Background: an optimization exercise with open tools, aiming at small area. Do not read the settings as production practice. The RTL was checked by simulation tests, not by an equivalence proof against the original design.

==> v21: inputs <==
==> flow/design.v <==
package konark_hwpe_ctrl_pkg;
  localparam logic [5:0] REG_TRIGGER    = 6'h00;
  localparam logic [5:0] REG_ACQUIRE    = 6'h01;
  localparam logic [5:0] REG_STATUS     = 6'h02;
  localparam logic [5:0] REG_JOB_ID     = 6'h03;
  localparam logic [5:0] REG_SOFT_CLEAR = 6'h04;
endpackage
module konark_hwpe_ctx_regfile (
  input  logic          clk_i,
  input  logic          rst_ni,
  input  logic          we_i,
  input  logic          wctx_i,
  input  logic [3:0]    widx_i,
  input  logic [31:0]   wdata_i,
  input  logic [3:0]    wstrb_i,
  input  logic          rctx_a_i,
  input  logic [3:0]    ridx_a_i,
  output logic [31:0]   rdata_a_o,
  input  logic          rctx_b_i,
  output logic [511:0]  rdata_b_o
);
  logic [31:0] mem_nq [2][16];
  logic [31:0] wdata_n;
  assign wdata_n = ~(wdata_i & {32{rst_ni}});
  for (genvar c = 0; c < 2; c++) begin : g_ctx
    for (genvar r = 0; r < 16; r++) begin : g_reg
      for (genvar b = 0; b < 4; b++) begin : g_byte
        logic en;
        assign en = !rst_ni | (we_i & (wctx_i == c[0]) & (widx_i == r[3:0]) & wstrb_i[b]);
        always_ff @(posedge clk_i) begin
          if (en) mem_nq[c][r][8*b +: 8] <= wdata_n[8*b +: 8];
        end
      end
    end
  end
  assign rdata_a_o = ~mem_nq[rctx_a_i][ridx_a_i];
  for (genvar g = 0; g < 16; g++) begin : g_job_regs
    assign rdata_b_o[g*32 +: 32] = ~(rctx_b_i ? mem_nq[1][g] : mem_nq[0][g]);
  end
endmodule
module konark_hwpe_ctrl_slave #(
  parameter int NrCores   = 9,
  parameter int NrContext = 2,
  parameter int NrJobRegs = 16,
  parameter int IdWidth   = 2,
  parameter int AddrWidth = 32
) (
  input  logic                    clk_i,
  input  logic                    rst_ni,
  input  logic                    req_valid_i,
  output logic                    req_ready_o,
  input  logic [AddrWidth-1:0]    req_addr_i,
  input  logic                    req_write_i,
  input  logic [31:0]             req_wdata_i,
  input  logic [3:0]              req_strb_i,
  input  logic [IdWidth-1:0]      req_id_i,
  output logic                    rsp_valid_o,
  output logic [31:0]             rsp_rdata_o,
  output logic [IdWidth-1:0]      rsp_id_o,
  output logic                    job_start_o,
  output logic [NrJobRegs*32-1:0] job_regs_o,
  input  logic                    job_done_i,
  output logic                    clear_o,
  output logic                    busy_o,
  output logic [NrCores-1:0]      evt_o
);
  logic               wptr_q, rptr_q;
  logic [1:0]         count_q;
  logic [7:0]         job_id_q;
  logic               err_q;
  logic               start_q, run_q;    
  logic               rsp_valid_q;
  logic [31:0]        rsp_rdata_q;
  logic [IdWidth-1:0] rsp_id_q;
  logic               clear_q;
  logic               evt_q;
  logic [5:0]  word;
  logic        is_job, full, running;
  logic        req_fire, wr_fire;
  logic        do_trigger, trigger_err, do_clear, job_we, done_ok;
  logic [31:0] ctx_rdata, rdata_d;
  assign req_ready_o = rst_ni;
  assign req_fire    = req_valid_i & rst_ni;
  assign wr_fire     = req_fire & req_write_i;
  assign word    = req_addr_i[7:2];
  assign is_job  = (word[5:4] == 2'b01);
  assign full    = count_q[1];
  assign running = start_q | run_q;
  assign do_trigger  = wr_fire & (word == konark_hwpe_ctrl_pkg::REG_TRIGGER) & !full;
  assign trigger_err = wr_fire & (word == konark_hwpe_ctrl_pkg::REG_TRIGGER) & full;
  assign do_clear    = wr_fire & (word == konark_hwpe_ctrl_pkg::REG_SOFT_CLEAR);
  assign job_we      = wr_fire & is_job & !full;
  assign done_ok     = job_done_i & run_q & !do_clear;
  konark_hwpe_ctx_regfile i_ctx_regfile (
    .clk_i     (clk_i),
    .rst_ni    (rst_ni),
    .we_i      (job_we),
    .wctx_i    (wptr_q),
    .widx_i    (word[3:0]),
    .wdata_i   (req_wdata_i),
    .wstrb_i   (req_strb_i),
    .rctx_a_i  (wptr_q),
    .ridx_a_i  (word[3:0]),
    .rdata_a_o (ctx_rdata),
    .rctx_b_i  (rptr_q),
    .rdata_b_o (job_regs_o)
  );
  always_comb begin
    rdata_d = '0;
    if (!req_write_i) begin
      if (is_job) begin
        rdata_d = ctx_rdata;
      end else begin
        case (word)
          konark_hwpe_ctrl_pkg::REG_ACQUIRE: rdata_d = full ? 32'hFFFF_FFFF : {31'd0, wptr_q};
          konark_hwpe_ctrl_pkg::REG_STATUS:  rdata_d = {err_q, 21'd0, count_q, 7'd0, running};
          konark_hwpe_ctrl_pkg::REG_JOB_ID:  rdata_d = {24'd0, job_id_q};
          default:                           rdata_d = '0;
        endcase
      end
    end
  end
  always_ff @(posedge clk_i) begin
    rsp_rdata_q <= rdata_d;
    rsp_id_q    <= req_id_i;
  end
  always_ff @(posedge clk_i) begin
    if (!rst_ni) begin
      rsp_valid_q <= 1'b0;
      clear_q     <= 1'b0;
      evt_q       <= 1'b0;
      wptr_q      <= 1'b0;
      rptr_q      <= 1'b0;
      count_q     <= '0;
      job_id_q    <= '0;
      err_q       <= 1'b0;
      start_q     <= 1'b0;
      run_q       <= 1'b0;
    end else begin
      rsp_valid_q <= req_fire;
      clear_q     <= do_clear;
      evt_q       <= done_ok;
      start_q     <= !running & (count_q != 2'd0) & !do_clear;
      run_q       <= (start_q | (run_q & !job_done_i)) & !do_clear;
      if (do_trigger) job_id_q <= job_id_q + 8'd1;
      if (do_clear) begin
        wptr_q  <= 1'b0;
        rptr_q  <= 1'b0;
        count_q <= '0;
        err_q   <= 1'b0;
      end else begin
        if (do_trigger)  wptr_q <= !wptr_q;
        if (trigger_err) err_q  <= 1'b1;
        if (done_ok)     rptr_q <= !rptr_q;
        case ({do_trigger, done_ok})
          2'b10:   count_q <= count_q + 2'd1;
          2'b01:   count_q <= count_q - 2'd1;
          default: count_q <= count_q;
        endcase
      end
    end
  end
  assign job_start_o = start_q;
  assign busy_o      = running;
  assign rsp_valid_o = rsp_valid_q;
  assign rsp_rdata_o = rsp_rdata_q;
  assign rsp_id_o    = rsp_id_q;
  assign clear_o     = clear_q;
  assign evt_o       = {NrCores{evt_q}};
endmodule
==> flow/run.sh <==
#!/bin/bash
# synth_recipe.tcl (not shown) runs the flow's synth.tcl, then flattens the netlist and writes it again
# the make line also repeats each setting of config.mk as NAME=value (left out here)
make -C /OpenROAD-flow-scripts/flow DESIGN_CONFIG=/design/flow/config.mk WORK_HOME=/design/flow/orfs CLKGATE_MAP_FILE= SYNTH_SCRIPT=/design/flow/synth_recipe.tcl finish
==> flow/config.mk <==
export PLATFORM = sky130hd
export DESIGN_NAME = konark_hwpe_ctrl_slave
export DESIGN_NICKNAME = konark_hwpe_ctrl_slave
export VERILOG_FILES = /design/flow/design.v
export SDC_FILE = /design/flow/constraint.sdc
export NUM_CORES = 4
export LEC_CHECK = 0
export CAP_MARGIN = 20
export CORE_MARGIN = 2
export CORE_UTILIZATION = 40
export SLEW_MARGIN = 20
==> flow/constraint.sdc <==
create_clock -name core_clock -period 5.0 [get_ports {clk_i}]
set_input_delay 1.0000 -clock core_clock [delete_from_list [all_inputs] [get_ports {clk_i}]]
set_output_delay 1.0000 -clock core_clock [all_outputs]
set_load 0.01 [all_outputs]
==> inputs of v15, as changes to v21 <==
==> flow/design.v, changed modules only <==
module konark_hwpe_oai22 (
  input  logic a1_i,
  input  logic a2_i,
  input  logic b1_i,
  input  logic b2_i,
  output logic y_o
);
  assign y_o = ~((a1_i | a2_i) & (b1_i | b2_i));
endmodule
module konark_hwpe_nor2 (
  input  logic a_i,
  input  logic b_i,
  output logic y_o
);
  assign y_o = ~(a_i | b_i);
endmodule
module konark_hwpe_or16 (
  input  logic [15:0] d_i,
  output logic        y_o
);
  assign y_o = |d_i;
endmodule
module konark_hwpe_ctx_regfile (
  input  logic [1023:0] mem_n_i,          
  input  logic [31:0]  rsel_a_ni,         
  output logic [31:0]  rdata_a_o,         
  input  logic         rctx_b_i,
  input  logic         rctx_b_ni,         
  output logic [511:0] rdata_b_o
);
  for (genvar g = 0; g < 16; g++) begin : g_job
    for (genvar i = 0; i < 32; i++) begin : g_bit
      konark_hwpe_oai22 i_sel (
        .a1_i (rctx_b_i),
        .a2_i (mem_n_i[32*g+i]),
        .b1_i (rctx_b_ni),
        .b2_i (mem_n_i[32*(16+g)+i]),
        .y_o  (rdata_b_o[32*g+i])
      );
    end
  end
  for (genvar i = 0; i < 32; i++) begin : g_rd
    logic [15:0] t;
    for (genvar p = 0; p < 16; p++) begin : g_pair
      konark_hwpe_oai22 i_pair (
        .a1_i (rsel_a_ni[2*p]),
        .a2_i (mem_n_i[32*(2*p)+i]),
        .b1_i (rsel_a_ni[2*p+1]),
        .b2_i (mem_n_i[32*(2*p+1)+i]),
        .y_o  (t[p])
      );
    end
    konark_hwpe_or16 i_or (.d_i(t), .y_o(rdata_a_o[i]));
  end
endmodule
module konark_hwpe_ctrl_slave #(
  parameter int NrCores   = 9,
  parameter int NrContext = 2,
  parameter int NrJobRegs = 16,
  parameter int IdWidth   = 2,
  parameter int AddrWidth = 32
) (
  input  logic                    clk_i,
  input  logic                    rst_ni,
  input  logic                    req_valid_i,
  output logic                    req_ready_o,
  input  logic [AddrWidth-1:0]    req_addr_i,
  input  logic                    req_write_i,
  input  logic [31:0]             req_wdata_i,
  input  logic [3:0]              req_strb_i,
  input  logic [IdWidth-1:0]      req_id_i,
  output logic                    rsp_valid_o,
  output logic [31:0]             rsp_rdata_o,
  output logic [IdWidth-1:0]      rsp_id_o,
  output logic                    job_start_o,
  output logic [NrJobRegs*32-1:0] job_regs_o,
  input  logic                    job_done_i,
  output logic                    clear_o,
  output logic                    busy_o,
  output logic [NrCores-1:0]      evt_o
);
  logic               wptr_q, rptr_q;
  logic               wptr_nq, rptr_nq;   
  logic [1:0]         count_q;
  logic [7:0]         job_id_q;
  logic               err_q;
  logic               start_q, run_q;    
  logic               rsp_valid_q;
  logic [31:0]        rsp_rdata_q;
  logic [IdWidth-1:0] rsp_id_q;
  logic               clear_q;
  logic               evt_q;
  logic [5:0]  word;
  logic        is_job, full, running;
  logic        req_fire, wr_fire;
  logic        do_trigger, trigger_err, do_clear, job_we, done_ok;
  logic [31:0] ctx_rdata, rdata_d;
  logic [31:0] rsel_n;
  assign req_ready_o = rst_ni;
  assign req_fire    = req_valid_i & rst_ni;
  assign wr_fire     = req_fire & req_write_i;
  assign word    = req_addr_i[7:2];
  assign is_job  = (word[5:4] == 2'b01);
  assign full    = count_q[1];
  assign running = start_q | run_q;
  assign do_trigger  = wr_fire & (word == konark_hwpe_ctrl_pkg::REG_TRIGGER) & !full;
  assign trigger_err = wr_fire & (word == konark_hwpe_ctrl_pkg::REG_TRIGGER) & full;
  assign do_clear    = wr_fire & (word == konark_hwpe_ctrl_pkg::REG_SOFT_CLEAR);
  assign job_we      = wr_fire & is_job & !full;
  assign done_ok     = job_done_i & run_q & !do_clear;
  logic [31:0]   mem_nq [2][16];
  logic [31:0]   wdata_n;
  logic [1023:0] mem_n;
  logic [31:0]   wsel_n;
  logic [3:0]    bsel_n;
  assign wdata_n = ~(req_wdata_i & {32{rst_ni}});
  assign bsel_n  = ~req_strb_i & {4{rst_ni}};
  for (genvar c = 0; c < 2; c++) begin : g_ctx
    for (genvar r = 0; r < 16; r++) begin : g_reg
      assign wsel_n[16*c+r] = !(job_we & ((c == 1) ? wptr_q : wptr_nq) & (word[3:0] == r[3:0])) & rst_ni;
      for (genvar b = 0; b < 4; b++) begin : g_byte
        logic en;
        konark_hwpe_nor2 i_en (.a_i(wsel_n[16*c+r]), .b_i(bsel_n[b]), .y_o(en));
        always_ff @(posedge clk_i) begin
          if (en) mem_nq[c][r][8*b +: 8] <= wdata_n[8*b +: 8];
        end
      end
      assign mem_n[32*(16*c+r) +: 32] = mem_nq[c][r];
    end
  end
  konark_hwpe_ctx_regfile i_ctx_regfile (
    .mem_n_i   (mem_n),
    .rsel_a_ni (rsel_n),
    .rdata_a_o (ctx_rdata),
    .rctx_b_i  (rptr_q),
    .rctx_b_ni (rptr_nq),
    .rdata_b_o (job_regs_o)
  );
  for (genvar k = 0; k < 32; k++) begin : g_rsel
    assign rsel_n[k] = !(!req_write_i & is_job & (word[3:0] == k[3:0]) & (k >= 16 ? wptr_q : wptr_nq));
  end
  always_comb begin
    rdata_d = ctx_rdata;
    if (!req_write_i) begin
      case (word)
        konark_hwpe_ctrl_pkg::REG_ACQUIRE: rdata_d = full ? 32'hFFFF_FFFF : {31'd0, wptr_q};
        konark_hwpe_ctrl_pkg::REG_STATUS:  rdata_d = {err_q, 21'd0, count_q, 7'd0, running};
        konark_hwpe_ctrl_pkg::REG_JOB_ID:  rdata_d = {24'd0, job_id_q};
        default:                           ;
      endcase
    end
  end
  always_ff @(posedge clk_i) begin
    rsp_rdata_q <= rdata_d;
    rsp_id_q    <= req_id_i;
  end
  always_ff @(posedge clk_i) begin
    if (!rst_ni) begin
      rsp_valid_q <= 1'b0;
      clear_q     <= 1'b0;
      evt_q       <= 1'b0;
      wptr_q      <= 1'b0;
      rptr_q      <= 1'b0;
      wptr_nq     <= 1'b1;
      rptr_nq     <= 1'b1;
      count_q     <= '0;
      job_id_q    <= '0;
      err_q       <= 1'b0;
      start_q     <= 1'b0;
      run_q       <= 1'b0;
    end else begin
      rsp_valid_q <= req_fire;
      clear_q     <= do_clear;
      evt_q       <= done_ok;
      start_q     <= !running & (count_q != 2'd0) & !do_clear;
      run_q       <= (start_q | (run_q & !job_done_i)) & !do_clear;
      if (do_trigger) job_id_q <= job_id_q + 8'd1;
      if (do_clear) begin
        wptr_q  <= 1'b0;
        rptr_q  <= 1'b0;
        wptr_nq <= 1'b1;
        rptr_nq <= 1'b1;
        count_q <= '0;
        err_q   <= 1'b0;
      end else begin
        if (do_trigger) begin
          wptr_q  <= !wptr_q;
          wptr_nq <= !wptr_nq;
        end
        if (trigger_err) err_q <= 1'b1;
        if (done_ok) begin
          rptr_q  <= !rptr_q;
          rptr_nq <= !rptr_nq;
        end
        case ({do_trigger, done_ok})
          2'b10:   count_q <= count_q + 2'd1;
          2'b01:   count_q <= count_q - 2'd1;
          default: count_q <= count_q;
        endcase
      end
    end
  end
  assign job_start_o = start_q;
  assign busy_o      = running;
  assign rsp_valid_o = rsp_valid_q;
  assign rsp_rdata_o = rsp_rdata_q;
  assign rsp_id_o    = rsp_id_q;
  assign clear_o     = clear_q;
  assign evt_o       = {NrCores{evt_q}};
endmodule
==> flow/flow/run.sh (new file) <==
#!/bin/bash
# Layout flow: the standard ORFS flow (standard.sh), with two changes to
# how the layout is built:
#  - port buffers are sky130_fd_sc_hd__buf_1 instead of the resizer's default
#    pick, a delay cell (every input and output port still gets one buffer);
#  - clock tree synthesis uses clkbuf_8 with bounded sink clusters and no
#    dummy loads.
# make's full output goes to flow_make.log; ORFS keeps each step's own log
# under orfs/logs/.
set -euo pipefail
cd "$(dirname "$0")/.."
bash standard.sh finish \
  BUFFER_PORTS_ARGS="-buffer_cell sky130_fd_sc_hd__buf_1" \
  CTS_ARGS="-sink_clustering_enable -repair_clock_nets -dont_use_dummy_load -buf_list sky130_fd_sc_hd__clkbuf_8 -sink_clustering_size 15 -sink_clustering_max_diameter 60" \
  > flow_make.log 2>&1
==> flow/standard.sh (new file) <==
#!/bin/bash
# synth_recipe.tcl (not shown) runs the flow's synth.tcl, then flattens the netlist and writes it again
# the make line also repeats each setting of config.mk as NAME=value (left out here)
make -C /OpenROAD-flow-scripts/flow DESIGN_CONFIG=/design/flow/config.mk WORK_HOME=/design/flow/orfs CLKGATE_MAP_FILE= SYNTH_SCRIPT=/design/flow/synth_recipe.tcl "${@:-finish}"
CORE_UTILIZATION = 65   (was 40)
SYNTH_HIERARCHICAL = 1   (was unset)
SYNTH_MINIMUM_KEEP_SIZE = 0   (was unset)
removed: flow/run.sh
==> reports/qor.csv <==
stage,metric,value,unit
critical_path,critPathTopFamily,flip-flops,
floorplanning,die_w,256.3,microns
cells_and_area,design_area,47160,sq um
status,outcome,timing/DRC/antenna clean,
cells_and_area,syn2layout_area_growth,14.00,%
worst_hold_path,whs_endpoint,rsp_id_q[1]$_DFF_P_,
critical_path,r2r_setup_slack,1810,ps
global_routing,grt_util_all_layers,46.40,%
That was v15.
==> reports/qor.csv <==
stage,metric,value,unit
status,outcome,timing/DRC/antenna clean,
critical_path,r2r_setup_slack,1410,ps
cells_and_area,design_area,59110,sq um
timing,finalSetupViolations,0,
cells_and_area,syn2layout_area_growth,28.29,%
cells_and_area,top_register,i_ctx_regfile.mem_nq,
floorplanning,die_w,343.4,microns
worst_hold_path,whs_endpoint,err_q$_SDFFE_PP0P_,
critical_path,reg2reg_from,wptr_q$_SDFFE_PP0P_,
That was v21.

what the ideal ports hide:
The flow's constraints put no driver on any port. The routed layouts listed below were extracted and timed again, unchanged, in two steps.
Step 1 sets driving cells, clkbuf_16 on the clock port and buf_2 on the other inputs (assumed; they add their load-dependent delay and slew).
Step 2, shift: input delay + t, output delay - t, t = (earliest + latest rising clock arrival at the registers) / 2. This alone moves slack from input paths to output paths.
a / b / c = ideal ports / drivers / drivers and shift; a / b = the first two.
| run | t, ns | setup slack, ns | clock arrival spread, ns |
|---|---|---|---|
| v21 | 0.775 | 0.503 / 0.428 / 0.489 | 0.034 / 0.034 |
| v15 | 0.778 | 1.052 / 0.985 / 0.677 | 0.054 / 0.055 |
After both steps every run listed still meets setup and hold. The setup slack of v15, which loses most, moves by -0.067 ns with the drivers and by -0.375 ns with both steps.
